What follows belongs to an exercise in optimizing a design on an open flow for small area, a short achievable clock period and few clock cycles per item; a production flow would make more cautious choices. Where RTL was checked, it was by simulation tests only, not by an equivalence proof against the original.

Setup of the reference run:
==> module macc_unit, before the edit <==
module macc_unit (
  input logic clk,
  input logic rst_n,
  input logic keep_d,  
  input logic use_i_d,  
  input logic op_last,
  input logic op_end,
  input logic run_acc,
  input macc_pkg::data_t op_w,
  input logic [16:0] op_pp0,
  input logic [7:0] op_one,
  input logic [7:0] op_two,
  input logic [7:0] op_neg,
  input macc_pkg::acc_t op_i,
  output macc_pkg::acc_t accum_out,
  output logic psum_store,
  output logic mac_finish,
  output logic acc_finish
);
  logic [(2*16 + 4)-1:0] s_q;  
  logic [(2*16 + 4)-1:0] c_q;
  logic [(2*16 + 4)-1:0] s_fb;
  logic [(2*16 + 4)-1:0] c_fb;
  logic [(2*16 + 4)-1:0] s_d;
  logic [(2*16 + 4)-1:0] c_d;
  logic [(2*16 + 4)-1:0] sum;
  logic sum_last;
  logic sum_end;
  macc_fbgate u_fb_lo (
    .clk (clk),
    .keep_d (keep_d),
    .use_i_d (use_i_d),
    .s_q (s_q[17:0]),
    .c_q (c_q[17:0]),
    .op_i (op_i[17:0]),
    .s_fb (s_fb[17:0]),
    .c_fb (c_fb[17:0])
  );
  macc_fbgate u_fb_hi (
    .clk (clk),
    .keep_d (keep_d),
    .use_i_d (use_i_d),
    .s_q (s_q[35:18]),
    .c_q (c_q[35:18]),
    .op_i (op_i[35:18]),
    .s_fb (s_fb[35:18]),
    .c_fb (c_fb[35:18])
  );
  macc_tree u_tree (
    .w (op_w),
    .pp0 (op_pp0),
    .one (op_one),
    .two (op_two),
    .neg (op_neg),
    .sfb (s_fb),
    .cfb (c_fb),
    .s_o (s_d),
    .c_o (c_d)
  );
  macc_cpa u_cpa (
    .a (s_q),
    .b (c_q),
    .y (sum)
  );
  always_ff @(posedge clk) begin
    s_q <= s_d;
    c_q <= c_d;
    accum_out <= sum;
  end
  always_ff @(posedge clk or negedge rst_n) begin
    if (!rst_n) begin
      sum_last <= 1'b0;
      sum_end <= 1'b0;
      psum_store <= 1'b0;
      mac_finish <= 1'b0;
      acc_finish <= 1'b0;
    end else begin
      sum_last <= op_last;
      sum_end <= op_end;
      psum_store <= sum_last;
      mac_finish <= sum_end & ~run_acc;
      acc_finish <= sum_end & run_acc;
    end
  end
endmodule
==> module macc_fbgate, before the edit <==
module macc_fbgate (
  input logic clk,
  input logic keep_d,
  input logic use_i_d,
  input logic [17:0] s_q,
  input logic [17:0] c_q,
  input logic [17:0] op_i,
  output logic [17:0] s_fb,
  output logic [17:0] c_fb
);
  logic keep;
  logic use_i;
  always_ff @(posedge clk) begin
    keep <= keep_d;
    use_i <= use_i_d;
  end
  assign s_fb = (s_q & {18{keep}}) | (op_i & {18{use_i}});
  assign c_fb = c_q & {18{keep}};
endmodule
==> flow/config.mk <==
export PLATFORM = sky130hd
export DESIGN_NAME = macc_control_top
export DESIGN_NICKNAME = macc_control_top
export VERILOG_FILES = /design/flow/design.v
export SDC_FILE = /design/flow/constraint.sdc
export NUM_CORES = 4
export LEC_CHECK = 0
export CAP_MARGIN = 20
export CORE_MARGIN = 2
export CORE_UTILIZATION = 60
export CTS_CLUSTER_DIAMETER = 100
export CTS_CLUSTER_SIZE = 25
export SETUP_SLACK_MARGIN = 4.2
export SLEW_MARGIN = 20
export SYNTH_HIERARCHICAL = 1
export SYNTH_MINIMUM_KEEP_SIZE = 0
==> flow/constraint.sdc <==
create_clock -name core_clock -period 7.0 [get_ports {clk}]
set_input_delay 1.4000 -clock core_clock [delete_from_list [all_inputs] [get_ports {clk}]]
set_output_delay 1.4000 -clock core_clock [all_outputs]
set_load 0.01 [all_outputs]
standard.sh (not shown) runs the stock make flow with config.mk's settings and CLKGATE_MAP_FILE= SYNTH_SCRIPT=/design/flow/synth_recipe.tcl, a recipe that flattens the netlist after the stock synthesis.
==> flow/flow/run.sh <==
#!/bin/bash
# standard layout, with the port buffers made from the smallest plain buffer
set -euo pipefail
export BUFFER_PORTS_ARGS="-buffer_cell sky130_fd_sc_hd__buf_1"
bash standard.sh > standard_flow.log 2>&1
Relative to the reference run, the following input files were edited for the trial run:
--- a/flow/design.v
+++ b/flow/design.v
@@ -221,28 +221,20 @@
   logic [(2*16 + 4)-1:0] c_d;
   logic [(2*16 + 4)-1:0] sum;
   logic sum_last;
   logic sum_end;
-  macc_fbgate u_fb_lo (
-    .clk (clk),
-    .keep_d (keep_d),
-    .use_i_d (use_i_d),
-    .s_q (s_q[17:0]),
-    .c_q (c_q[17:0]),
-    .op_i (op_i[17:0]),
-    .s_fb (s_fb[17:0]),
-    .c_fb (c_fb[17:0])
-  );
-  macc_fbgate u_fb_hi (
-    .clk (clk),
-    .keep_d (keep_d),
-    .use_i_d (use_i_d),
-    .s_q (s_q[35:18]),
-    .c_q (c_q[35:18]),
-    .op_i (op_i[35:18]),
-    .s_fb (s_fb[35:18]),
-    .c_fb (c_fb[35:18])
-  );
+  for (genvar q = 0; q < 4; q++) begin : g_fb
+    macc_fbgate u_fb (
+      .clk (clk),
+      .keep_d (keep_d),
+      .use_i_d (use_i_d),
+      .s_q (s_q[9*q+8:9*q]),
+      .c_q (c_q[9*q+8:9*q]),
+      .op_i (op_i[9*q+8:9*q]),
+      .s_fb (s_fb[9*q+8:9*q]),
+      .c_fb (c_fb[9*q+8:9*q])
+    );
+  end
   macc_tree u_tree (
     .w (op_w),
     .pp0 (op_pp0),
     .one (op_one),
@@ -282,22 +274,22 @@
 module macc_fbgate (
   input logic clk,
   input logic keep_d,
   input logic use_i_d,
-  input logic [17:0] s_q,
-  input logic [17:0] c_q,
-  input logic [17:0] op_i,
-  output logic [17:0] s_fb,
-  output logic [17:0] c_fb
+  input logic [8:0] s_q,
+  input logic [8:0] c_q,
+  input logic [8:0] op_i,
+  output logic [8:0] s_fb,
+  output logic [8:0] c_fb
 );
   logic keep;
   logic use_i;
   always_ff @(posedge clk) begin
     keep <= keep_d;
     use_i <= use_i_d;
   end
-  assign s_fb = (s_q & {18{keep}}) | (op_i & {18{use_i}});
-  assign c_fb = c_q & {18{keep}};
+  assign s_fb = (s_q & {9{keep}}) | (op_i & {9{use_i}});
+  assign c_fb = c_q & {9{keep}};
 endmodule
 module macc_tree (
   input  logic [15:0] w,
   input  logic [16:0] pp0,  
Results
- The trial run was carried through to the last stage, and its layout satisfied the timing, DRC and antenna checks.
- In summary, the reference run completed successfully, with a layout that passed the timing, DRC and antenna checks.
- Ratio of routed vias to standard cells for the trial run is higher than for the reference run.
- Max freq the reference run -> the trial run: improved
- Summary of the trial run over the reference run: multi-input logic area stayed essentially flat.
- For the trial run, the highest routed metal layer was met4, unlike the reference run, where it was met5.
- Number of antenna violations at the first check in global routing, the reference run and the trial run, lower one = the reference run.
- Compared with the reference run, in the trial run clock latency at the later pin of the worst-skew pair closely matched the old numbers; sequential share of layout area +0.21 points; clock buffer count in the final layout saw a decrease; total non-filler cell area in the finished layout now larger; hold slack went up by 0.0040 ns.
- Comparing the reference run against the trial run, there is no change at all in number of cells on the critical path.
- Going from the reference run to the trial run, share of the cycle needed by the critical path after routing shrinks by 0.18 points.
No functional check of the RTL was part of any run of this note.


rev 12:
Another version of the RTL of macc_control_top (not shown whole).
For scale: roughly 15000 um2 of cells after synthesis.
// macc_control_top
module macc_control_top (
  input logic clk,
  input logic rst_n,
  input logic mac_begin,
  input logic acc_begin,
  input macc_pkg::len_t conv_len,
  input macc_pkg::filt_t filter_num,
  input macc_pkg::data_t weight_in,
  input macc_pkg::data_t ifmap_in,
  input macc_pkg::data_t external_psum,
  input macc_pkg::acc_t internal_psum,
  output logic mul_enable,
  output logic acc_enable,
  output macc_pkg::len_t cnt_a,
  output macc_pkg::filt_t cnt_b,
  output macc_pkg::acc_t accum_out,
  output logic psum_store,
  output logic mac_finish,
  output logic acc_finish
);
  logic issue_first;
  logic issue_last;
  logic issue_end;
  logic run_acc;
  logic keep_d;
  logic use_i_d;
  logic op_last;
  logic op_end;
  macc_pkg::data_t op_w;
  logic [16:0] op_pp0;
  logic [7:0] op_one;
  logic [7:0] op_two;
  logic [7:0] op_neg;
  macc_pkg::acc_t op_i;
  psum_sequencer u_seq (
    .clk (clk),
    .rst_n (rst_n),
    .mac_begin (mac_begin),
    .acc_begin (acc_begin),
    .conv_len (conv_len),
    .filter_num (filter_num),
    .issue_first (issue_first),
    .issue_last (issue_last),
    .issue_end (issue_end),
    .run_acc (run_acc),
    .mul_enable (mul_enable),
    .acc_enable (acc_enable),
    .cnt_a (cnt_a),
    .cnt_b (cnt_b)
  );
  operand_stage u_ops (
    .clk (clk),
    .rst_n (rst_n),
    .acc_enable (acc_enable),
    .issue_first (issue_first),
    .issue_last (issue_last),
    .issue_end (issue_end),
    .weight_in (weight_in),
    .ifmap_in (ifmap_in),
    .external_psum (external_psum),
    .internal_psum (internal_psum),
    .keep_d (keep_d),
    .use_i_d (use_i_d),
    .op_last (op_last),
    .op_end (op_end),
    .op_w (op_w),
  ...
==> module operand_stage, before the edit <==
module operand_stage (
  input logic clk,
  input logic rst_n,
  input logic acc_enable,
  input logic issue_first,
  input logic issue_last,
  input logic issue_end,
  input macc_pkg::data_t weight_in,
  input macc_pkg::data_t ifmap_in,
  input macc_pkg::data_t external_psum,
  input macc_pkg::acc_t internal_psum,
  output logic keep_d,  
  output logic use_i_d,  
  output logic op_last,
  output logic op_end,
  output macc_pkg::data_t op_w,
  output logic [16:0] op_pp0,  
  output logic [7:0] op_one,  
  output logic [7:0] op_two,
  output logic [7:0] op_neg,
  output macc_pkg::acc_t op_i
);
  logic [1:0] acc_pipe;
  logic [1:0] first_pipe;
  logic [2:0] last_pipe;
  logic [2:0] end_pipe;
  logic pad_acc;  
  macc_pkg::data_t x;
  logic [16:0] xe;  
  macc_pkg::data_t w;
  logic one0;
  logic two0;
  logic [16:0] pp0;
  always_ff @(posedge clk or negedge rst_n) begin
    if (!rst_n) begin
      last_pipe <= '0;
      end_pipe <= '0;
    end else begin
      last_pipe <= {last_pipe[1:0], issue_last};
      end_pipe <= {end_pipe[1:0], issue_end};
    end
  end
  assign pad_acc = acc_pipe[1];
  assign keep_d = ~first_pipe[1];
  assign use_i_d = pad_acc;
  assign op_last = last_pipe[2];
  assign op_end = end_pipe[2];
  assign x = pad_acc ? macc_pkg::data_t'(1) : ifmap_in;
  assign xe = {x, 1'b0};
  assign w = pad_acc ? external_psum : weight_in;
  assign one0 = xe[1] ^ xe[0];
  assign two0 = (xe[2] & ~xe[1] & ~xe[0]) | (~xe[2] & xe[1] & xe[0]);
  always_comb begin
    for (int j = 0; j < 17; j++) begin
      pp0[j] = ((one0 & w[(j > 15) ? 15 : j]) | (two0 & ((j == 0) ? 1'b0 : w[(j > 16) ? 15 : j - 1]))) ^ xe[2];
    end
    pp0[16] = ~pp0[16];
  end
  assign op_one[0] = 1'b0;
  assign op_two[0] = 1'b0;
  always_ff @(posedge clk) begin
    acc_pipe <= {acc_pipe[0], acc_enable};
    first_pipe <= {first_pipe[0], issue_first};
    op_w <= w;
    op_pp0 <= pp0;
    op_neg[0] <= xe[2];
    op_i <= internal_psum;
    for (int i = 1; i < 8; i++) begin
      op_one[i] <= xe[2*i+1] ^ xe[2*i];
      op_two[i] <= (xe[2*i+2] & ~xe[2*i+1] & ~xe[2*i]) | (~xe[2*i+2] & xe[2*i+1] & xe[2*i]);
      op_neg[i] <= xe[2*i+2];
    end
  end
endmodule
Settings: LEC_CHECK=0, CAP_MARGIN=20, CORE_MARGIN=2, CORE_UTILIZATION=60, CTS_CLUSTER_DIAMETER=100, CTS_CLUSTER_SIZE=25, SETUP_SLACK_MARGIN=4.2, SLEW_MARGIN=20, SYNTH_HIERARCHICAL=1, SYNTH_MINIMUM_KEEP_SIZE=0; clock period 7.0 ns.
Scripts as last shown in full above: flow/flow/run.sh
Rev 12 reached the final stage; the timing, DRC and antenna checks on its layout passed.
Testbench counts of rev 12, summed over its fixed seeds: cycles 24,347, items 22,427.
--- input diff rev 12..rev 13 ---
--- a/flow/design.v
+++ b/flow/design.v
@@ -125,19 +125,20 @@
     for (int j = 0; j < 17; j++) begin
       pp0[j] = ((one0 & w[(j > 15) ? 15 : j]) | (two0 & ((j == 0) ? 1'b0 : w[(j > 16) ? 15 : j - 1]))) ^ xe[2];
     end
     pp0[16] = ~pp0[16];
   end
+  assign op_i[15:0] = op_w;
   assign op_one[0] = 1'b0;
   assign op_two[0] = 1'b0;
   always_ff @(posedge clk) begin
     acc_pipe <= {acc_pipe[0], acc_enable};
     first_pipe <= {first_pipe[0], issue_first};
-    op_w <= w;
+    op_w <= pad_acc ? internal_psum[15:0] : weight_in;
     op_pp0 <= pp0;
     op_neg[0] <= xe[2];
-    op_i <= internal_psum;
+    op_i[35:16] <= internal_psum[35:16];
     for (int i = 1; i < 8; i++) begin
       op_one[i] <= xe[2*i+1] ^ xe[2*i];
       op_two[i] <= (xe[2*i+2] & ~xe[2*i+1] & ~xe[2*i]) | (~xe[2*i+2] & xe[2*i+1] & xe[2*i]);
       op_neg[i] <= xe[2*i+2];
     end
[summary]
Min share of the final layout cell area in sequential cells across rev 13 and rev 12: rev 13
Side by side, number of global-route vias before repair turned out lower in rev 13 than in rev 12.
Sort rev 13 and rev 12 by largest net degree at the start of global routing desc -> top: rev 13
In the tables for rev 13 and rev 12, wire length on met2 reads higher with rev 12.
All-layer global routing usage for rev 13 is higher than for rev 12.
[diff] area of the die, rev 13 relative to rev 12: improvement
Changes observed in rev 13 relative to rev 12: die extent in x held steady; met2 capacity usage during global routing now smaller.
Highest layer used for signal routing: met4 -> rev 12, met5 -> rev 13
For rev 13, only the layout was checked, not whether the RTL still works.

re-timing with driven ports:
The results above use ideal ports. As a check the final layouts listed here were re-extracted and re-timed, cells and wires unchanged. Step 1, drivers: a clkbuf_16 drives clk and a buf_2 each remaining input, both assumed. Step 2 times the ports against the registers' clock, not the clock port: input delays grow and output delays shrink by t, the midpoint of the rising clock arrivals with the driver on. a / b / c = ideal / step 1 / step 2; a / b = the first two.
| run | t (ns) | setup WS [ns] | hold slack, ns |
|---|---|---|---|
| the reference run | 0.534 | 4.212 / 4.212 / 4.212 | 0.331 / 0.331 / 0.331 |
| the trial run | 0.547 | 4.225 / 4.225 / 4.225 | 0.335 / 0.335 / 0.335 |
| rev 12 | 0.526 | 4.240 / 4.240 / 3.936 | 0.331 / 0.331 / 0.331 |
| rev 13 | 0.530 | 4.249 / 4.249 / 3.987 | 0.332 / 0.332 / 0.332 |
After both steps every run listed still meets setup and hold. The setup slack of rev 12, which loses most, moves by 0.000 ns with the drivers and by -0.304 ns with both steps.
